From an optimization exercise on the open Yosys and OpenROAD flow, aimed at a short achievable clock period and few clock cycles per item; shortcuts taken in it are not production practice. Function was checked by simulation only, so behaviour that the tests miss may differ from the original.

==> 05-05 <==
==> flow/design.v (excerpt) <==
module rv_core #(
  parameter rv_isa_pkg::word_t RESET_PC = 32'h0000_0100
) (
  input  logic              clk,
  input  logic              rst,
  output rv_isa_pkg::word_t imem_addr,
  input  rv_isa_pkg::word_t imem_data,
  output rv_isa_pkg::word_t dmem_addr,
  output rv_isa_pkg::word_t dmem_wdata,
  output logic              dmem_we,
  input  rv_isa_pkg::word_t dmem_rdata,
  output logic              halt,
  output rv_isa_pkg::word_t trace_pc,
  output rv_isa_pkg::word_t trace_inst
);
clock: 8.0 ns
lec_check: 0
abc_clock_period_in_ps: 3000
cap_margin: 20
core_margin: 2
core_utilization: 40
setup_slack_margin: 5
slew_margin: 20
run.sh (not shown) runs the stock make flow with config.mk's settings and CLKGATE_MAP_FILE= SYNTH_SCRIPT=/design/flow/synth_recipe.tcl, a recipe that flattens the netlist after the stock synthesis.
==> inputs of 09-07, as changes to 05-05 <==
--- a/flow/design.v
+++ b/flow/design.v
@@ -428,25 +428,29 @@
   localparam int R_SLL = 5;
   localparam int R_SRL = 6;
   localparam int R_SLT = 7;
   localparam int R_SLTU = 8;
   localparam int R_ALT = 9;
   localparam int R_W   = 10;
   logic        x_redirect;
   logic        x_squash;
+  logic        r_q;
+  logic        r_sel;
+  logic [31:0] r_xpc;
+  logic [31:0] r_dpc;
+  logic        d_v;
   logic        d_redirect;
   logic [31:0] d_redirect_pc;
   logic [31:0] x_redirect_pc;
   logic [31:0] pc;
   logic [31:0] f_inst;
   logic        f_is_jal;
   logic        f_is_br;
   logic        f_take;
-  logic [31:0] f_imm;
   logic [31:0] f_tgt;
   logic [31:0] pc_next;
   assign imem_addr = pc;
   assign f_inst    = imem_data;
   localparam int BP_AW = 5;
   localparam int BP_N  = 2**BP_AW;
   localparam int JP_AW = 3;
   localparam int JP_N  = 2**JP_AW;
@@ -474,71 +478,93 @@
   assign f_rs1    = f_inst[19:15];
   assign f_lv_hit = lv_v[f_rs1[2:0]] && lv_tag[f_rs1[2:0]] == f_rs1[4:3] &&
                     f_inst[31:20] == 12'd0;
   assign f_ptgt   = f_lv_hit ? {lv_val[f_rs1[2:0]], 1'b0} : {jt_tgt[f_jidx], 1'b0};
   logic f_lp_ok;
   logic d_addi;
   logic d_lp_zero;
   logic [31:0] d_lp_k;
-  assign d_addi    = d_we && d_op == OP_IMM && d_f3 == 3'b000 && !d_fwd1;
-  assign d_lp_k    = d_op1 ^ d_imm;
-  assign d_lp_zero = !d_lp_k[0] && (d_lp_k[31:1] == (d_op1[30:0] | d_imm[30:0]));
+  logic [31:0] d_lp_imm;
+  assign d_addi    = d_v && d_faddi && !d_fwd1;
+  assign d_lp_imm  = {{20{d_inst[31]}}, d_inst[31:20]};
+  assign d_lp_k    = d_op1 ^ d_lp_imm;
+  assign d_lp_zero = !d_lp_k[0] && (d_lp_k[31:1] == (d_op1[30:0] | d_lp_imm[30:0]));
   assign f_lp_ok   = d_addi && f_inst[24:20] == 5'd0 && f_inst[14:13] == 2'b00 &&
                      f_inst[19:15] == d_rd;
+  logic [31:0] f_imm;
+  logic [31:0] f_sum;
+  logic [31:0] f_pc4;
+  always_comb begin
+    if (f_inst[3])
+      f_imm = {{12{f_inst[31]}}, f_inst[19:12], f_inst[20], f_inst[30:21], 1'b0};
+    else if (f_inst[2])
+      f_imm = {f_inst[31:12], 12'h000};
+    else
+      f_imm = {{20{f_inst[31]}}, f_inst[7], f_inst[30:25], f_inst[11:8], 1'b0};
+  end
+  rv_add32 i_add_ftgt (.a(pc), .b(f_imm), .cin(1'b0), .s(f_sum));
+  rv_add32 i_add_fpc4 (.a(pc), .b(32'd4), .cin(1'b0), .s(f_pc4));
+  logic        f_ja_hit;
+  logic [31:0] f_jsum;
+  logic [31:0] f_jtgt;
+  rv_add32 i_add_fjalr (.a(d_ftgt), .b({{20{f_inst[31]}}, f_inst[31:20]}), .cin(1'b0), .s(f_jsum));
+  assign f_ja_hit = d_v && d_fauipc && d_rd == f_inst[19:15];
+  assign f_jtgt   = f_ja_hit ? {f_jsum[31:1], 1'b0} : f_ptgt;
   always_comb begin
     f_is_jal  = f_inst[6:0] == OP_JAL;
     f_is_br   = f_inst[6:0] == OP_BRANCH && f_inst[14:13] != 2'b01;
     f_is_jalr = f_inst[6:0] == OP_JALR && f_inst[14:12] == 3'b000;
     if (f_lp_ok)
       f_br_take = f_inst[12] ^ d_lp_zero;
     else if (f_inst[31])
       f_br_take = bt_back[f_bidx];
     else if (bt_cv[f_bidx])
       f_br_take = bt_ctr[f_bidx][1];
     else
       f_br_take = f_inst[14:12] == 3'b001 || f_inst[14:12] == 3'b101;
-    f_take = f_is_jal || (f_is_br && f_br_take) || (f_is_jalr && (f_lv_hit || jt_v[f_jidx]));
-    if (f_inst[2])
-      f_imm = {{12{f_inst[31]}}, f_inst[19:12], f_inst[20], f_inst[30:21], 1'b0};
-    else
-      f_imm = {{20{f_inst[31]}}, f_inst[7], f_inst[30:25], f_inst[11:8], 1'b0};
-    f_tgt = f_is_jalr ? f_ptgt : pc + f_imm;
+    f_take = f_is_jal || (f_is_br && f_br_take) ||
+             (f_is_jalr && (f_ja_hit || f_lv_hit || jt_v[f_jidx]));
+    f_tgt = f_is_jalr ? f_jtgt : f_sum;
   end
   always_comb begin
-    if (x_redirect)      pc_next = x_redirect_pc;
-    else if (d_redirect) pc_next = d_redirect_pc;
-    else if (f_take)     pc_next = f_tgt;
-    else             pc_next = pc + 32'd4;
+    if (r_q)         pc_next = r_sel ? r_xpc : r_dpc;
+    else if (f_take) pc_next = f_tgt;
+    else             pc_next = f_pc4;
   end
   always_ff @(posedge clk) begin
     if (rst) pc <= RESET_PC;
     else     pc <= pc_next;
   end
   logic        d_valid;
   logic [31:0] d_pc;
   logic [31:0] d_inst;
   logic        d_pred;
   logic [31:1] d_ptgt;
   logic [31:0] d_ftgt;
   logic        d_fbr;
+  logic        d_faddi;
+  logic        d_fauipc;
+  assign d_v = d_valid && !r_q;
   always_ff @(posedge clk) begin
-    if (rst || x_redirect || d_redirect) begin
+    if (rst || r_q) begin
       d_valid <= 1'b0;
     end else begin
       d_valid <= 1'b1;
     end
   end
   always_ff @(posedge clk) begin
     d_pc   <= pc;
     d_inst <= f_inst;
     d_pred <= f_take;
-    d_ptgt <= f_ptgt[31:1];
+    d_ptgt <= f_jtgt[31:1];
     d_ftgt <= f_tgt;
     d_fbr  <= f_is_br;
+    d_faddi <= f_inst[6:0] == OP_IMM && f_inst[14:12] == 3'b000 && f_inst[11:7] != 5'd0;
+    d_fauipc <= f_inst[6:0] == OP_AUIPC && f_inst[11:7] != 5'd0;
   end
   logic [6:0]  d_op;
   logic [2:0]  d_f3;
   logic [6:0]  d_f7;
   logic [4:0]  d_rd;
   logic [4:0]  d_rs1;
   logic [4:0]  d_rs2;
   logic        d_ok;
@@ -655,35 +681,35 @@
         3'b110: d_rsel[R_OR]   = 1'b1;
         default: d_rsel[R_AND] = 1'b1;
       endcase
     end else if (d_op == OP_LUI || d_op == OP_JAL || d_op == OP_JALR) begin
       d_rsel[R_ALT] = 1'b1;
     end else begin
       d_rsel[R_ADD] = 1'b1;
     end
-    if (!d_ok || !d_valid) begin
+    if (!d_ok || !d_v) begin
       d_use1    = 1'b0;
       d_use2    = 1'b0;
       d_we      = 1'b0;
       d_load    = 1'b0;
       d_store   = 1'b0;
       d_is_br   = 1'b0;
       d_is_jalr = 1'b0;
     end
-    if (!d_valid) d_ecall = 1'b0;
+    if (!d_v) d_ecall = 1'b0;
     if (d_rd == 5'd0) begin
       d_we   = 1'b0;
       d_load = 1'b0;
     end
   end
   assign d_rs1 = d_use1 ? d_inst[19:15] : 5'd0;
   assign d_rs2 = d_use2 ? d_inst[24:20] : 5'd0;
   assign d_target = d_ftgt;
-  assign d_pc4    = d_pc + 32'd4;
+  rv_add32 i_add_dpc4 (.a(d_pc), .b(32'd4), .cin(1'b0), .s(d_pc4));
   assign d_alt    = d_link ? d_pc4 : d_imm;
   logic [4:0]  w_rd;
   logic [31:0] w_data;
   logic        w_we;
   logic [4:0]  f_rs1i;
   logic [4:0]  f_rs2i;
   logic [31:0] rf1;
   logic [31:0] rf2;
@@ -734,36 +760,35 @@
   logic d_fwd2;
   assign d_fwd1 = d_fx1;
   assign d_fwd2 = d_fx2;
   logic d_eq;
   logic d_lt;
   logic d_ltu;
   logic d_cond;
   logic d_br_res;
-  logic d_pred_fix;
   rv_cmp32 i_cmp_d (.a(d_op1), .b(d_op2), .eq(d_eq), .lt(d_lt), .ltu(d_ltu));
   always_comb begin
     case (d_f3[2:1])
       2'b00:   d_cond = d_eq;
       2'b10:   d_cond = d_lt;
       default: d_cond = d_ltu;
     endcase
     d_cond = d_cond ^ d_f3[0];
   end
-  assign d_br_res      = d_valid && d_fbr && !d_fwd1 && !d_fwd2;
-  assign d_pred_fix    = d_br_res ? d_cond : d_pred;
+  assign d_br_res      = d_v && d_fbr && !d_fwd1 && !d_fwd2;
   assign d_redirect    = d_br_res && d_cond != d_pred;
-  assign d_redirect_pc = d_cond ? d_target : d_pc4;
+  assign d_redirect_pc = d_pred ? d_pc4 : d_target;
   logic        x_valid;
   logic        x_store;
   logic        x_is_br;
   logic        x_is_jalr;
   logic        x_ecall;
   logic        x_pred;
+  logic        x_dres;
   logic [31:1] x_ptgt;
   logic [2:0]  x_f3;
   logic [31:0] x_pc;
   logic [31:0] x_inst;
   logic [31:0] x_a;
   logic [31:0] x_b;
   logic [31:0] x_sd;
   logic        x_fa;
@@ -771,29 +796,58 @@
   logic        x_fsd;
   logic        x_fla;
   logic        x_flb;
   logic        x_flsd;
   logic [31:0] x_alt;
   logic [31:0] x_target;
   logic [31:0] x_pc4;
   logic [R_W-1:0] x_rsel;
+  logic [8:0]  x_ssel;
+  logic [8:0]  d_ssel;
   logic        x_sra;
   logic        x_sub;
   logic [2:0]  x_bsel;
   logic        x_binv;
-  logic [31:0] x_rpc;
   logic        d_sub;
   assign d_sub = d_op == OP_REG && d_f3 == 3'b000 && d_f7[5];
+  always_comb begin
+    logic nfa, nfla, nfb, nflb;
+    nfa  = d_fwd1 && d_use1 && !x_load;
+    nfla = d_fwd1 && d_use1 && x_load;
+    nfb  = d_fwd2 && !d_use_imm && !x_load;
+    nflb = d_fwd2 && !d_use_imm && x_load;
+    d_ssel = '0;
+    if (d_rsel[R_ADD] || d_rsel[R_SUB]) begin
+      case ({nfa, nfla, nfb, nflb})
+        4'b1000: d_ssel[1] = 1'b1;
+        4'b0010: d_ssel[d_sub ? 3 : 2] = 1'b1;
+        4'b1010: d_ssel[4] = !d_sub;
+        4'b0100: d_ssel[5] = 1'b1;
+        4'b0001: d_ssel[d_sub ? 7 : 6] = 1'b1;
+        4'b0101: d_ssel[8] = !d_sub;
+        default: d_ssel[0] = 1'b1;
+      endcase
+    end
+  end
   always_ff @(posedge clk) begin
     if (rst) x_squash <= 1'b0;
     else     x_squash <= x_redirect;
   end
   always_ff @(posedge clk) begin
-    if (rst || !d_valid) begin
+    if (rst) r_q <= 1'b0;
+    else     r_q <= x_redirect || d_redirect;
+  end
+  always_ff @(posedge clk) begin
+    r_sel <= x_redirect;
+    r_xpc <= x_redirect_pc;
+    r_dpc <= d_redirect_pc;
+  end
+  always_ff @(posedge clk) begin
+    if (rst || !d_v) begin
       x_valid   <= 1'b0;
       x_we      <= 1'b0;
       x_load    <= 1'b0;
       x_store   <= 1'b0;
       x_is_br   <= 1'b0;
       x_is_jalr <= 1'b0;
       x_ecall   <= 1'b0;
     end else begin
@@ -802,17 +856,18 @@
       x_load    <= d_load;
       x_store   <= d_store;
       x_is_br   <= d_is_br;
       x_is_jalr <= d_is_jalr;
       x_ecall   <= d_ecall;
     end
   end
   always_ff @(posedge clk) begin
-    x_pred   <= d_pred_fix;
+    x_pred   <= d_pred;
+    x_dres   <= d_br_res;
     x_ptgt   <= d_ptgt;
     x_f3     <= d_f3;
     x_pc     <= d_pc;
     x_inst   <= d_inst;
     x_rd     <= d_rd;
     x_a      <= d_auipc ? d_pc : d_op1;
     x_b      <= d_use_imm ? d_imm : (d_sub ? ~d_op2 : d_op2);
     x_sd     <= d_op2;
@@ -821,21 +876,21 @@
     x_fsd    <= d_fwd2 && !x_load;
     x_fla    <= d_fwd1 && d_use1 && x_load;
     x_flb    <= d_fwd2 && !d_use_imm && x_load;
     x_flsd   <= d_fwd2 && x_load;
     x_alt    <= d_alt;
     x_target <= d_target;
     x_pc4    <= d_pc4;
     x_rsel   <= d_rsel;
+    x_ssel   <= d_ssel;
     x_sra    <= d_f7[5];
     x_sub    <= d_sub;
     x_bsel   <= {d_f3[2] & d_f3[1], d_f3[2] & !d_f3[1], !d_f3[2]};
-    x_binv   <= d_f3[0] ^ d_pred_fix;
-    x_rpc    <= d_ecall ? d_pc : (d_pred_fix ? d_pc4 : d_target);
+    x_binv   <= d_f3[0] ^ d_pred;
   end
   logic [31:0] a;
   logic [31:0] b;
   logic [31:0] sd;
   logic [31:0] ld;
   logic [31:0] sum00, sum10, sum01, sum11, sumL0, sum0L, sumLL;
   logic [31:0] dif01, dif0L;
   logic [31:0] sum;
@@ -888,17 +943,21 @@
       4'b1010, 4'b0101: begin eq = 1'b1; lt = 1'b0; ltu = 1'b0; end
       default: begin eq = eq00; lt = lt00; ltu = ltu00; end
     endcase
   end
   assign shl = a << b[4:0];
   assign shr = $signed({x_sra & a[31], a}) >>> b[4:0];
   always_comb begin
     x_result = '0;
-    if (x_rsel[R_ADD] || x_rsel[R_SUB]) x_result = x_result | sum;
+    x_result = ({32{x_ssel[0]}} & sum00) | ({32{x_ssel[1]}} & sum10) |
+               ({32{x_ssel[2]}} & sum01) | ({32{x_ssel[3]}} & dif01) |
+               ({32{x_ssel[4]}} & sum11) | ({32{x_ssel[5]}} & sumL0) |
+               ({32{x_ssel[6]}} & sum0L) | ({32{x_ssel[7]}} & dif0L) |
+               ({32{x_ssel[8]}} & sumLL);
     if (x_rsel[R_AND])  x_result = x_result | (a & b);
     if (x_rsel[R_OR])   x_result = x_result | (a | b);
     if (x_rsel[R_XOR])  x_result = x_result | (a ^ b);
     if (x_rsel[R_SLL])  x_result = x_result | shl;
     if (x_rsel[R_SRL])  x_result = x_result | shr;
     if (x_rsel[R_SLT])  x_result = x_result | {31'd0, lt};
     if (x_rsel[R_SLTU]) x_result = x_result | {31'd0, ltu};
     if (x_rsel[R_ALT])  x_result = x_result | x_alt;
@@ -915,20 +974,25 @@
   logic jalr_ok;
   logic jalr_ok_x;
   logic jalr_ok_m;
   logic jalr_ok_l;
   assign jalr_ok_x = jalr_check(x_a, x_b, x_ptgt);
   assign jalr_ok_m = jalr_check(m_result, x_b, x_ptgt);
   assign jalr_ok_l = jalr_check(ld, x_b, x_ptgt);
   assign jalr_ok   = x_fa ? jalr_ok_m : (x_fla ? jalr_ok_l : jalr_ok_x);
-  assign x_mispredict = x_is_br && (cond_raw ^ x_binv) && !x_squash;
+  assign x_mispredict = x_is_br && !x_dres && (cond_raw ^ x_binv) && !x_squash;
   assign x_redirect   = ((x_ecall || (x_is_jalr && !(x_pred && jalr_ok))) && !x_squash) ||
                         x_mispredict;
-  assign x_redirect_pc = x_is_jalr ? {sum[31:1], 1'b0} : x_rpc;
+  always_comb begin
+    if (x_is_jalr)                    x_redirect_pc = {sum[31:1], 1'b0};
+    else if (x_ecall)                 x_redirect_pc = x_pc;
+    else if (x_pred)                  x_redirect_pc = x_pc4;
+    else                              x_redirect_pc = x_target;
+  end
   logic x_link;
   assign x_link = x_rsel[R_ALT] && (x_inst[6:0] == OP_JAL || x_inst[6:0] == OP_JALR);
   always_ff @(posedge clk) begin
     if (rst) begin
       for (int i = 0; i < LV_N; i++) lv_v[i] <= 1'b0;
     end else if (x_we && !x_squash) begin
       if (x_link)
         lv_v[x_rd[2:0]] <= 1'b1;
==> flow/flow/run.sh (new file) <==
#!/bin/bash
# The standard layout, except that synthesis and repair may not use the
# slow four-input OR/NOR-type cells (and similar wide stacked gates).
# Each step's full output is kept in a log file in this folder.
set -euo pipefail
HERE=$(pwd)
cat > "$HERE/flow_config.mk" <<EOC
include $HERE/config.mk
export DONT_USE_CELLS += sky130_fd_sc_hd__or4_1 sky130_fd_sc_hd__or4_2 sky130_fd_sc_hd__or4_4 sky130_fd_sc_hd__nor4_1 sky130_fd_sc_hd__nor4_2 sky130_fd_sc_hd__nor4_4 sky130_fd_sc_hd__or4b_1 sky130_fd_sc_hd__or4b_2 sky130_fd_sc_hd__or4b_4 sky130_fd_sc_hd__or4bb_1 sky130_fd_sc_hd__or4bb_2 sky130_fd_sc_hd__or4bb_4 sky130_fd_sc_hd__nor4b_1 sky130_fd_sc_hd__nor4b_2 sky130_fd_sc_hd__nor4b_4 sky130_fd_sc_hd__nor4bb_1 sky130_fd_sc_hd__nor4bb_2 sky130_fd_sc_hd__nor4bb_4 sky130_fd_sc_hd__a2111oi_0 sky130_fd_sc_hd__a2111oi_1 sky130_fd_sc_hd__a2111oi_2 sky130_fd_sc_hd__a2111oi_4 sky130_fd_sc_hd__o2111ai_1 sky130_fd_sc_hd__o2111ai_2 sky130_fd_sc_hd__o2111ai_4 sky130_fd_sc_hd__o41ai_1 sky130_fd_sc_hd__o41a_1 sky130_fd_sc_hd__a2111o_1 sky130_fd_sc_hd__o2111a_1 sky130_fd_sc_hd__a41oi_1 sky130_fd_sc_hd__o41ai_2 sky130_fd_sc_hd__o41ai_4 sky130_fd_sc_hd__a41oi_2 sky130_fd_sc_hd__a41oi_4
EOC
bash standard.sh DESIGN_CONFIG="$HERE/flow_config.mk" synth > synth.log 2>&1
bash standard.sh DESIGN_CONFIG="$HERE/flow_config.mk" finish > layout.log 2>&1
==> flow/standard.sh (new file) <==
#!/bin/bash
# synth_recipe.tcl (not shown) runs the flow's synth.tcl, then flattens the netlist and writes it again
# the make line also repeats each setting of config.mk as NAME=value (left out here)
make -C /OpenROAD-flow-scripts/flow DESIGN_CONFIG=/design/flow/config.mk WORK_HOME=/design/flow/orfs CLKGATE_MAP_FILE= SYNTH_SCRIPT=/design/flow/synth_recipe.tcl "${@:-finish}"
removed: flow/run.sh
==> flow_summary.toml <==
[cells_and_area]
multi_input_area_share_pct = 41.57
most-common-layout-cells = "edfxtp_1, and2_1, buf_4"

[floorplanning]
taps = 4816

[timing]
worst_pin_slew_ns = 1.306

[synthesis]
synth_cell_types = 114

[critical_path]
worst-endpoint-arrival_ns = 5.62

[place]
post_dp_cell_area_mm2 = 0.1578

[status]
status = "no timing/DRC/antenna violations"

[grt]
grt_max_degree = 78
the above is filed under 05-05

==> flow_summary.toml <==
[floorplanning]
taps = 5038

[cells_and_area]
multi_input_area_share_pct = 42.40
final_cells = 19460

[place]
post_dp_cell_area_mm2 = 0.1637

[critical_path]
worst-endpoint-arrival_ns = 5.05

[synthesis]
synth_cell_types = 85

[grt]
grt_max_degree = 69

[timing]
worst_pin_slew_ns = 1.369

[status]
status = "no timing/DRC/antenna violations"
the above is filed under 09-07

Testbench counts of 05-05, summed over its fixed seeds: cycles 161,516, instrs 157,230.
Testbench counts of 09-07, summed over its fixed seeds: cycles 161,846, instrs 157,230.

[port drivers added, routing unchanged]
How much do the figures lean on ideal ports? The routed layouts below were timed once more, with nothing changed but the port constraints.
Step 1 (the two cells are an assumption about what drives the block):
set clk [get_ports {clk}]
set_driving_cell -lib_cell sky130_fd_sc_hd__clkbuf_16 $clk
set_driving_cell -lib_cell sky130_fd_sc_hd__buf_2 [delete_from_list [all_inputs] $clk]
Step 2 times the ports against the registers' clock, not the clock port: input delays grow and output delays shrink by t, the midpoint of the rising clock arrivals with the driver on.
a / b / c = ideal ports / drivers / drivers and shift; a / b = the first two.
run	t (ns)	setup WS [ns]	clock arrival spread, ns	slew at the worst register clock pin (ns)	worst data-port slew with drivers (ns)
05-05	1.042	3.202 / 3.271 / 2.228	0.083 / 0.083	0.09 / 0.09	0.39
09-07	1.047	3.764 / 3.764 / 2.811	0.093 / 0.093	0.08 / 0.08	0.71
After both steps setup and hold are still met in every run listed. The setup slack of 05-05, which loses most, moves by +0.069 ns with the drivers and by -0.974 ns with both steps.
